What follows belongs to an exercise in optimizing a design on an open flow for small area, a short achievable clock period and few clock cycles; a production flow would make more cautious choices. Function was checked by simulation only, so behaviour that the tests miss may differ from the original.

==> design.v <==
package atm_pkg;
    localparam int DATA_W  = 32;
    localparam int CFG_IW  = 4;
    localparam int CFG_DW  = 16;
    localparam logic [3:0]        DEPTH_RESET  = 4'd5;
    localparam logic [15:0]       WINDOW_RESET = 16'd1000;
    localparam logic [CFG_IW-1:0] CFG_DEPTH    = 4'd0;
    localparam logic [CFG_IW-1:0] CFG_WINDOW   = 4'd1;
endpackage
module atm_div (
    input  logic [15:0] i_rem,
    input  logic [32:0] i_quo,
    input  logic [15:0] i_dvs,
    output logic [15:0] o_rem,
    output logic [32:0] o_quo
);
    logic [19:0] w_w;
    logic [19:0] w_d1;
    logic [19:0] w_d2;
    logic [19:0] w_d4;
    logic [19:0] w_d8;
    logic [19:0] w_t [1:7];
    function automatic logic [19:0] add3(input logic [19:0] a, input logic [19:0] b,
                                         input logic [19:0] c, input logic two);
        logic [19:0] s;
        logic [19:0] m;
        s = a ^ b ^ c;
        m = {(a[18:0] & b[18:0]) | (a[18:0] & c[18:0]) | (b[18:0] & c[18:0]), two};
        add3 = s + m + 20'd1;
    endfunction
    always_comb begin
        w_w    = {1'b0, i_rem, i_quo[32:30]};
        w_d1   = {4'b0, i_dvs};
        w_d2   = {3'b0, i_dvs, 1'b0};
        w_d4   = {2'b0, i_dvs, 2'b0};
        w_d8   = {1'b0, i_dvs, 3'b0};
        w_t[1] = w_w - w_d1;
        w_t[2] = w_w - w_d2;
        w_t[4] = w_w - w_d4;
        w_t[3] = add3(w_w, ~w_d1, ~w_d2, 1'b1);
        w_t[5] = add3(w_w, ~w_d1, ~w_d4, 1'b1);
        w_t[6] = add3(w_w, ~w_d2, ~w_d4, 1'b1);
        w_t[7] = add3(w_w, w_d1, ~w_d8, 1'b0);
        o_rem  = w_w[15:0];
        o_quo  = {i_quo[29:0], 3'd0};
        for (int j = 1; j <= 7; j++) begin
            if (!w_t[j][19]) begin
                o_rem = w_t[j][15:0];
                o_quo = {i_quo[29:0], 3'(j)};
            end
        end
    end
endmodule
import atm_pkg::*;
module adaptive_throughput_meter #(
    parameter int HISTORY_SLOTS = 10
) (
    input  logic        i_clk,
    input  logic        i_rst_n,
    input  logic        i_in_valid,
    output logic        o_in_stall,
    input  logic [1:0]  i_kind,
    input  logic [15:0] i_byte_count,
    input  logic [9:0]  i_tick_ms,
    output logic        o_out_valid,
    input  logic        i_out_stall,
    output logic [31:0] o_speed,
    output logic        o_window_closed,
    output logic        o_averaged,
    input  logic        i_cfg_valid,
    output logic        o_cfg_ready,
    input  logic [atm_pkg::CFG_IW-1:0] i_cfg_index,
    input  logic [atm_pkg::CFG_DW-1:0] i_cfg_data
);
    logic              r_iv;
    logic [1:0]        r_kind;
    logic [15:0]       r_val;
    logic              r_iv2;
    logic [1:0]        r_kind2;
    logic [15:0]       r_val2;
    logic [15:0]       w_in_val;
    logic [15:0]       r_byte_count;
    logic [9:0]        r_tick_ms;
    logic              r_idle;
    logic              r_load;       
    logic              r_msb;        
    logic              r_norm;       
    logic              r_div;        
    logic              r_stor;       
    logic              r_fin;        
    logic              r_cls;        
    logic              r_dv;         
    logic              r_c0;         
    logic [4:0]        r_n0;         
    logic [4:0]        r_n1;         
    logic [3:0]        r_depth;
    logic [15:0]       r_window;
    logic [3:0]        r_hc;
    logic [31:0]       r_mean;
    logic [15:0]       r_mcount;
    logic [31:0]       r_bytes;
    logic [15:0]       r_elapsed;
    logic [31:0]       r_hmin;
    logic [31:0]       r_hmax;
    logic              r_mdiv;       
    logic              r_first;      
    logic              r_neg;        
    logic              r_qz;         
    logic [3:0]        r_cp;         
    logic [3:0]        r_cnt;        
    logic [15:0]       r_dvs;        
    logic [15:0]       r_rem;
    logic [32:0]       r_quo;        
    logic              w_pop;
    logic              w_pop_n0;
    logic              w_drained;
    logic              w_cip;
    logic              w_cls_fast;
    logic              w_cls_restart;
    logic              w_go_idle;
    logic              w_go_cip;
    logic [17:0]       w_ga;
    logic [17:0]       w_gb;
    logic [17:0]       w_gc;
    logic [17:0]       w_gs;
    logic [17:0]       w_gk;
    logic [17:0]       w_gap;
    logic              w_go;
    logic              w_fin;
    logic              w_take;
    logic              w_cfg_acc;
    logic              w_hc_z;
    logic [16:0]       w_el_sum;
    logic [15:0]       w_el_new;
    logic [32:0]       w_by_sum;
    logic [31:0]       w_by_new;
    logic              w_closing;
    logic              w_rate;       
    logic [41:0]       w_x;
    logic              w_ge_min;
    logic              w_le_max;
    logic              w_trend;
    logic              w_reset_n;
    logic              w_a_inv;
    logic              w_b_inv;
    logic [32:0]       w_sum;
    logic [31:0]       w_lz_in;
    logic              w_n_nz;
    logic [5:0]        w_n_msb;
    logic [3:0]        w_d_msb;
    logic [6:0]        w_t;
    logic              w_qz;
    logic [3:0]        w_cp;
    logic [3:0]        w_u;
    logic [48:0]       w_rq;
    logic [48:0]       w_sh0;
    logic [48:0]       w_sh1;
    logic [48:0]       w_sh2;
    logic [48:0]       w_sh3;
    logic              w_sat;
    logic              w_done;
    logic [15:0]       w_rem_n;
    logic [32:0]       w_quo_n;
    function automatic logic [6:0] msb64(input logic [63:0] v);
        logic [15:0][5:0] p;
        logic [15:0]      z;
        for (int k = 0; k < 16; k++) begin
            z[k] = |v[4*k +: 4];
            p[k] = v[4*k+3] ? 6'd3 : v[4*k+2] ? 6'd2 : v[4*k+1] ? 6'd1 : 6'd0;
        end
        for (int w = 8; w >= 1; w = w / 2) begin
            for (int k = 0; k < w; k++) begin
                p[k] = z[2*k+1] ? (p[2*k+1] | 6'(32 / w)) : p[2*k];
                z[k] = z[2*k+1] | z[2*k];
            end
        end
        msb64 = {z[0], p[0]};
    endfunction
    assign w_hc_z = (r_hc == 4'd0);
    assign w_in_val     = (i_kind == 2'd1) ? 16'(i_tick_ms) : i_byte_count;
    assign r_byte_count = r_val;
    assign r_tick_ms    = r_val[9:0];
    assign o_out_valid     = r_dv || r_c0 || (r_n0 != 5'd0);
    assign o_window_closed = !r_dv && r_c0;
    assign o_averaged      = !r_dv;
    assign o_speed         = r_dv ? r_quo[31:0] : r_mean;
    assign w_pop           = o_out_valid && !i_out_stall;
    assign w_pop_n0        = w_pop && !r_dv && !r_c0;
    assign w_drained       = !r_dv && !r_c0 && (r_n0 == 5'd0);
    assign w_cip = r_cls && !r_idle;
    always_comb begin
        w_el_sum  = {1'b0, r_elapsed} + 17'(r_tick_ms);
        w_el_new  = w_el_sum[16] ? 16'hFFFF : w_el_sum[15:0];
        w_by_sum  = {1'b0, r_bytes} + 33'(r_byte_count);
        w_by_new  = w_by_sum[32] ? 32'hFFFF_FFFF : w_by_sum[31:0];
        w_ga      = {2'b0, r_window};
        w_gb      = ~{2'b0, r_elapsed};
        w_gc      = ~{8'b0, r_tick_ms};
        w_gs      = w_ga ^ w_gb ^ w_gc;
        w_gk      = {(w_ga[16:0] & w_gb[16:0]) | (w_ga[16:0] & w_gc[16:0])
                     | (w_gb[16:0] & w_gc[16:0]), 1'b1};
        w_gap     = w_gs + w_gk + 18'd1;
        w_closing = (r_kind == 2'd1) && (r_window != 16'hFFFF) && w_gap[17];
        w_rate    = (r_kind == 2'd1) ? (r_elapsed != 15'd0 || r_tick_ms != 10'd0)
                                     : (r_elapsed != 15'd0);
        w_cls_restart = (r_kind == 2'd2);
        w_cls_fast    = !w_closing && !w_cls_restart && (w_cip || !w_hc_z);
        w_go_idle     = r_idle && (w_hc_z ? (!r_c0 && (r_n0 == 5'd0) && (!r_dv || !i_out_stall))
                                          : (w_cls_restart ? w_drained : (r_n0 != 5'd31)));
        w_go_cip      = w_cip && !r_load && (r_n1 != 5'd31) && !w_closing && !w_cls_restart;
        w_go          = r_iv && (w_go_idle || w_go_cip);
        w_fin         = r_fin && w_drained;
        w_x       = {(42'(r_bytes) << 7) - (42'(r_bytes) << 1) - 42'(r_bytes)} << 3;
        w_ge_min  = (r_hmin >= r_quo[31:0]);
        w_le_max  = (r_hmax <= r_quo[31:0]);
        w_trend   = (r_depth == 4'd0) || w_ge_min || w_le_max;
        w_reset_n = (r_hc > r_depth) && w_trend;
        w_a_inv   = r_fin && r_neg;
        w_b_inv   = r_stor;
        w_sum     = {1'b0, r_quo[31:0] ^ {32{w_a_inv}}} + {1'b0, r_mean ^ {32{w_b_inv}}}
                  + 33'(w_b_inv);
        w_lz_in   = r_load ? r_bytes : r_quo[31:0];
        {w_n_nz, w_n_msb} = msb64({32'd0, w_lz_in});
        w_d_msb   = 4'(msb64({48'd0, r_dvs}));
        w_t       = {1'b0, w_n_msb} + (r_load ? 7'd10 : 7'd0) - {3'b0, w_d_msb};
        w_qz      = !w_n_nz || w_t[6];
        case (w_t[4:0])
            5'd0, 5'd1, 5'd2:    w_cp = 4'd0;
            5'd3, 5'd4, 5'd5:    w_cp = 4'd1;
            5'd6, 5'd7, 5'd8:    w_cp = 4'd2;
            5'd9, 5'd10, 5'd11:  w_cp = 4'd3;
            5'd12, 5'd13, 5'd14: w_cp = 4'd4;
            5'd15, 5'd16, 5'd17: w_cp = 4'd5;
            5'd18, 5'd19, 5'd20: w_cp = 4'd6;
            5'd21, 5'd22, 5'd23: w_cp = 4'd7;
            5'd24, 5'd25, 5'd26: w_cp = 4'd8;
            5'd27, 5'd28, 5'd29: w_cp = 4'd9;
            default:             w_cp = 4'd10;
        endcase
        if (w_t[6] || w_t[5]) w_cp = 4'd10;
        w_u       = 4'd10 - r_cp;
        w_rq      = {r_rem, r_quo};
        w_sh0     = w_u[0] ? (w_rq  << 3)  : w_rq;
        w_sh1     = w_u[1] ? (w_sh0 << 6)  : w_sh0;
        w_sh2     = w_u[2] ? (w_sh1 << 12) : w_sh1;
        w_sh3     = w_u[3] ? (w_sh2 << 24) : w_sh2;
        w_sat     = ({r_rem, r_quo[32]} >= {1'b0, r_dvs});
        w_done    = (r_norm && (w_sat || r_qz)) || (r_div && r_cnt == 4'd0);
    end
    assign o_in_stall  = i_cfg_valid || r_iv2;
    assign w_take      = i_in_valid && !o_in_stall;
    assign o_cfg_ready = r_idle && !r_iv && w_drained;
    assign w_cfg_acc   = i_cfg_valid && o_cfg_ready;
    atm_div u_div (
        .i_rem  (r_rem),
        .i_quo  (r_quo),
        .i_dvs  (r_dvs),
        .o_rem  (w_rem_n),
        .o_quo  (w_quo_n)
    );
    always_ff @(posedge i_clk) begin
        if (!i_rst_n) begin
            r_iv      <= 1'b0;
            r_iv2     <= 1'b0;
            r_idle    <= 1'b1;
            r_load    <= 1'b0;
            r_msb     <= 1'b0;
            r_norm    <= 1'b0;
            r_div     <= 1'b0;
            r_stor    <= 1'b0;
            r_fin     <= 1'b0;
            r_dv      <= 1'b0;
            r_c0      <= 1'b0;
            r_n0      <= '0;
            r_n1      <= '0;
            r_depth   <= DEPTH_RESET;
            r_window  <= WINDOW_RESET;
            r_hc      <= '0;
            r_mean    <= '0;
            r_mcount  <= '0;
            r_bytes   <= '0;
            r_elapsed <= '0;
        end else begin
            r_iv  <= w_go ? (r_iv2 || w_take) : (r_iv || w_take);
            r_iv2 <= w_go ? 1'b0 : (r_iv2 || (w_take && r_iv));
            if (w_pop) begin
                if (r_dv) begin
                    r_dv <= 1'b0;
                end else if (r_c0) begin
                    r_c0 <= 1'b0;
                end
            end
            if (w_fin) begin
                r_c0 <= 1'b1;
                r_n0 <= r_n1 + 5'(w_go);
                r_n1 <= '0;
            end else begin
                r_n0 <= r_n0 + 5'(w_go && r_idle && w_cls_fast) - 5'(w_pop_n0);
                r_n1 <= r_n1 + 5'(w_go && !r_idle);
            end
            if (w_cfg_acc) begin
                case (i_cfg_index)
                    CFG_DEPTH: begin
                        if (i_cfg_data[3:0] < 4'(HISTORY_SLOTS)) begin
                            r_depth <= i_cfg_data[3:0];
                            r_hc    <= '0;
                            r_mean  <= '0;
                        end
                    end
                    CFG_WINDOW: r_window <= i_cfg_data;
                    default: ;
                endcase
            end
            if (w_go) begin
                case (r_kind)
                    2'd0: r_bytes <= w_by_new;
                    2'd1: r_elapsed <= w_el_new;
                    2'd2: begin
                        r_bytes   <= '0;
                        r_elapsed <= '0;
                        r_hc      <= '0;
                        r_mean    <= '0;
                        r_mcount  <= '0;
                    end
                    default: ;
                endcase
                if (r_idle && (w_closing || (w_hc_z && !w_cls_restart && w_rate))) begin
                    r_idle <= 1'b0;
                    r_load <= 1'b1;
                end else if (r_idle && (w_cls_restart || w_hc_z)) begin
                    r_dv <= 1'b1;
                end
            end
            if (r_load) begin
                if (r_cls) begin
                    if (r_hc > r_depth) begin
                        r_hc <= '0;
                    end
                    if (w_reset_n || r_mcount == 15'd0) begin
                        r_mcount <= 16'd1;
                    end else if (r_mcount != 16'hFFFF) begin
                        r_mcount <= r_mcount + 16'd1;
                    end
                    r_bytes   <= '0;
                    r_elapsed <= '0;
                end
                r_load <= 1'b0;
                r_norm <= 1'b1;
            end
            if (r_msb) begin
                r_msb  <= 1'b0;
                r_norm <= 1'b1;
            end
            if (r_norm) begin
                r_norm <= 1'b0;
                if (!(w_sat || r_qz)) begin
                    r_div <= 1'b1;
                end
            end
            if (r_div && r_cnt == 4'd0) begin
                r_div <= 1'b0;
            end
            if (w_done) begin
                if (r_mdiv) begin
                    r_fin <= 1'b1;
                end else if (r_cls) begin
                    r_stor <= 1'b1;
                end else begin
                    r_idle <= 1'b1;
                    r_dv   <= 1'b1;
                end
            end
            if (r_stor) begin
                r_stor <= 1'b0;
                r_hc   <= r_hc + 4'd1;
                if (r_first) begin
                    r_fin <= 1'b1;
                end else begin
                    r_msb <= 1'b1;
                end
            end
            if (w_fin) begin
                r_fin  <= 1'b0;
                r_mean <= r_first ? r_quo[31:0] : w_sum[31:0];
                r_idle <= 1'b1;
            end
        end
    end
    always_ff @(posedge i_clk) begin
        if ((w_go && (r_iv2 || w_take)) || (!r_iv && w_take)) begin
            r_kind <= r_iv2 ? r_kind2 : i_kind;
            r_val  <= r_iv2 ? r_val2 : w_in_val;
        end
        if (w_take && r_iv) begin
            r_kind2 <= i_kind;
            r_val2  <= w_in_val;
        end
        if (w_go && r_idle) begin
            r_cls  <= w_closing;
            r_mdiv <= 1'b0;
            r_dvs  <= (r_kind == 2'd1) ? w_el_new : r_elapsed;
            r_quo  <= (w_hc_z || w_cls_restart) ? 33'd0 : {1'b0, r_mean};
        end
        if (r_load || r_msb) begin
            r_qz <= w_qz;
            r_cp <= w_cp;
        end
        if (r_load) begin
            r_first <= w_reset_n || r_mcount == 15'd0;
            r_rem   <= 16'(w_x[41:33]);
            r_quo   <= w_x[32:0];
        end
        if (r_norm) begin
            r_cnt <= r_cp;
            if (w_sat) begin
                r_quo <= {1'b0, 32'hFFFF_FFFF};
            end else if (r_qz) begin
                r_quo <= '0;
            end else begin
                {r_rem, r_quo} <= w_sh3;
            end
        end
        if (r_div) begin
            r_cnt <= r_cnt - 4'd1;
            r_rem <= w_rem_n;
            r_quo <= w_quo_n;
        end
        if (r_stor) begin
            if (r_hc < r_depth) begin
                if (w_hc_z || w_ge_min) r_hmin <= r_quo[31:0];
                if (w_hc_z || w_le_max) r_hmax <= r_quo[31:0];
            end
            if (!r_first) begin
                r_mdiv <= 1'b1;
                r_neg  <= !w_sum[32];
                r_dvs  <= r_mcount;
                r_rem  <= '0;
                r_quo  <= {1'b0, w_sum[32] ? w_sum[31:0] : ~w_sum[31:0]};
            end
        end
    end
endmodule
==> run.sh <==
#!/bin/bash
# synth_recipe.tcl (not shown) runs the flow's synth.tcl, then flattens the netlist and writes it again
# the make line also repeats each setting of config.mk as NAME=value (left out here)
make -C /OpenROAD-flow-scripts/flow DESIGN_CONFIG=/design/flow/config.mk WORK_HOME=/design/flow/orfs CLKGATE_MAP_FILE= SYNTH_SCRIPT=/design/flow/synth_recipe.tcl finish
==> config.mk <==
export PLATFORM = sky130hd
export DESIGN_NAME = adaptive_throughput_meter
export DESIGN_NICKNAME = adaptive_throughput_meter
export VERILOG_FILES = /design/flow/design.v
export SDC_FILE = /design/flow/constraint.sdc
export NUM_CORES = 4
export LEC_CHECK = 0
export CAP_MARGIN = 20
export CORE_MARGIN = 2
export CORE_UTILIZATION = 40
export SETUP_SLACK_MARGIN = 4.7
export SLEW_MARGIN = 20
==> constraint.sdc <==
create_clock -name core_clock -period 8.5 [get_ports {i_clk}]
set_input_delay 1.7000 -clock core_clock [delete_from_list [all_inputs] [get_ports {i_clk}]]
set_output_delay 1.7000 -clock core_clock [all_outputs]
set_load 0.01 [all_outputs]
==> results by group <==
STA
  • Final setup fails: 0
  • Slew Limit Fails: 0
  • Fmax: 243 MHz
  • Worst setup margin: 4.38 ns
  • Final hold violation count: 0
  • Minimum clock period: 4.12 ns
  • Final TNS setup: 0 ns
  • Slew @ Worst Pin: 0.967 ns
  • Slew margin rel.: 34.7%
  • Worst Skew: 0.0250 ns
  • Final period util: 48.5%
  • RSZ-0062 raised after global routing: true
  • Worst Hold Slack: 0.465 ns

Yosys
  • Cells after synthesis: 4153
  • Adder-cell share of the synthesized area: 19.8%
  • Net count after synthesis: 4680
  • Multiplexer share of the synthesized area: 4.21%
  • Synth Area in XOR/XNOR: 7.09%
  • Synth Area in Compound Gates: 24.6%
  • Sequential area share after synthesis: 22.1%
  • Post-synth EDFFs: 112
  • Post-Synth Simple-Gate Area: 16.4%
  • Top FF cell, synth: dfxtp_1
  • Warnings, synthesis: 3
  • Main combinational cell family by area after synthesis: compound AO/OA/AOI/OAI gates
  • Netlist cell types: 96
  • Netlist Area Pre-Place: 34000 um^2
  • Synth Area per Inst: 8.18 um^2
  • Seq cells post-synth: 319
  • Post-synth ARST share: 0%

Route
  • Post-route ant nets: 0
  • DRT iter0 DRCs: 3629
  • Vias per cell: 6.12
  • Detailed Routing Iterations Pass 1: 8
  • Routed WL per cell: 23.8 um
  • DR vias: 33900
  • DRC: 0
  • Final WL: 132000 um

Floorplanning
  • Initial Utilization: 40.5%
  • Die height: 295 um
  • Core area: 83800 um^2
  • Ports: 90
  • Die W: 295 um
  • Die ar.: 87200 um^2
  • # rows: 106

Critical path
  • Critical path class: reg2reg
  • Critical path endpoint category: flip-flop
  • Required @ worst endpoint: 8.81 ns
  • CP max FO: 17
  • Reg-to-reg setup timing slack: 4.38 ns
  • CP startpoint kind: flip-flop
  • WP data arrival: 4.44 ns

Hold path
  • Hold Path Class: reg2reg

CTS
  • TritonCTS Sinks: 319
  • Max clock buf depth: 3
  • Root Buffer: clkbuf_16
  • H-tree Lvls: 2
  • TritonCTS clock tree: built
  • Worst-skew pair later-pin latency: 0.58 ns
  • Cts hold-fix bufs: 0
  • Cts bufs inserted: 42
  • Clk slew on worst S/H paths: 0.06 ns

Placed design
  • Detailed placement HPWL: 91000 um
  • Place WS: 2.88 ns
  • Final Wtd Congestion: 1.00
  • # port buffers: 89

Global routing
  • Initial antenna violation count: 4
  • Vias in the first global route: 31700
  • Gr usage total: 28.9%
  • Largest net degree at the start of global routing: 78
  • Grt ovf: 0
  • First-pass GRT wire length: 194000 um

Final layout
  • Syn-to-layout area delta: 26.5%
  • Nets@finish: 4902
  • Commonest non-fill, non-tap cell in the layout: nand2_1
  • Most frequent cells in the layout: nand2_1, ha_1, a21oi_1
  • Core Util, Final: 51.2%
  • Layout cells sized above 1: 21.3%

Job
  • Max Cap Violations: 0

Status
  • Status: no timing/DRC/antenna violations
-- timing repair --
| item | 4_1_cts | 5_1_grt |
|---|---|---|
| endpoints found under the hold margin | 0 | 0 |
| setup endpoints to repair | 255 | 183 |
| pin swaps | 121 | 193 |
| setup buffers | 151 | 75 |
| gates resized for setup | 422 | 330 |
| cloned | 14 | 4 |
-- routing by layer --
metal  global-route usage, %  vias up  part of all wire (%)
li1                        -    15600                     -
met1                    39.1    16400                    42
met3                    5.41      351                   9.2
met2                    45.8     1583                    44
met5                       0        -                  0.11
met4                    10.4        8                   4.5
-- final cells by class --
class,instances,area [um^2]
Tap cell,1134,1420
Inverter,289,1190
Sequential cell,319,7690
Timing Repair Buffer,397,3970
Clock buffer,57,1210
Clock inverter,21,175
Timing Repair inverter,1,30.0
Multi-Input combinational cell,3325,27300
Antenna cell,2,5.00
Fill cell,7858,40900
-- final timing paths --
path           from  endpoint  cells past startpoint
max          r_load   r_cp[0]                     18
min          r_mdiv    r_mdiv                      2
max reg2reg  r_load   r_cp[0]                     18
min reg2reg  r_mdiv    r_mdiv                      2
-- cells in the mapped netlist (all sizes together), types with 14 or more instances --
master,count,area share [%]
a21boi,27,0.60
a21oi,361,5.3
o31ai,19,0.43
nand2b,37,0.68
a22oi,28,0.62
o21ai,267,3.9
nor2,231,2.6
or3,18,0.33
dfxtp,207,12
buf,36,0.50
xor2,105,2.7
mux2,52,1.7
and3,60,1.1
a31oi,63,1.2
nor3,101,1.5
xnor2,170,4.4
nor2b,65,1.2
nand4,40,0.74
edfxtp,112,9.9
nor4,17,0.31
fa,105,6.2
clkbuf,187,2.1
o211ai,53,1.2
ha,369,14
a21o,82,1.8
o21a,36,0.80
o211a,17,0.50
mux2i,73,2.2
o221ai,14,0.36
and2,24,0.44
nand2,392,4.3
a31o,15,0.39
a211o,18,0.46
a2111oi,16,0.47
o21bai,17,0.38
a211oi,100,2.3
nand3,109,1.6
inv,286,3.2
o22ai,21,0.39
-- worst max-delay path: stages (launching register included) --
cell and delay [ns]:
dfxtp_4 0.37, buf_12 0.13, buf_16 0.16, nor3_1 0.22, a31o_2 0.18, o21ai_2 0.09
or3_1 0.47, mux2i_2 0.26, a21oi_1 0.11, ha_1 0.35, ha_1 0.32, a21o_1 0.19
a21oi_4 0.25, xnor2_4 0.18, nand2_2 0.12, a21oi_2 0.13, o221ai_1 0.12, o21ai_1 0.15
a21oi_1 0.07
-- logic make-up after synthesis --
family | Yosys count
flops | 319
compound gates | 1282
mux | 130
simple gates | 1161
buf+inv | 512
xor+xnor | 275
fa+ha+maj | 474
-- state kept, by name (all words and copies together), names as in the netlist, 5 cells and up --
name / cells
r_bytes: 32
r_dvs: 16
r_elapsed: 16
r_hmax: 32
r_hmin: 32
r_mcount: 16
r_mean: 32
r_n0: 5
r_n1: 5
r_quo: 33
r_rem: 16
r_val: 16
r_val2: 16
r_window: 16
-- stage by stage --
step	std cells	instance area [um^2]
after floorplan	4153	34100
after global placement	5219	36000
after detailed placement	5219	36000
after CTS	5462	40700
after global routing	5543	42900
final	5545	43000
Testbench counts, summed over its fixed seeds: cycles 25,062.

-- what the ideal ports hide --
The flow's constraints put no driver on any port. The routed layout listed below was extracted and timed again, unchanged, in two steps. Step 1, drivers: a clkbuf_16 drives i_clk and a buf_2 each remaining input, both assumed. Step 2 times the ports against the registers' clock, not the clock port: input delays grow and output delays shrink by t, the midpoint of the rising clock arrivals with the driver on. Slacks: no drivers / after step 1 / after step 2; pairs: no drivers / after step 1.
shift t [ns]: 0.635
setup WS [ns]: 4.376 / 4.376 / 4.176
worst setup path after step 2: input to register
latest minus earliest clock arrival (ns): 0.025 / 0.025
worst register clock-pin slew, ns: 0.07 / 0.07
After both steps this run still meets setup and hold. The setup slack of this run moves by 0.000 ns with the drivers and by -0.200 ns with both steps.
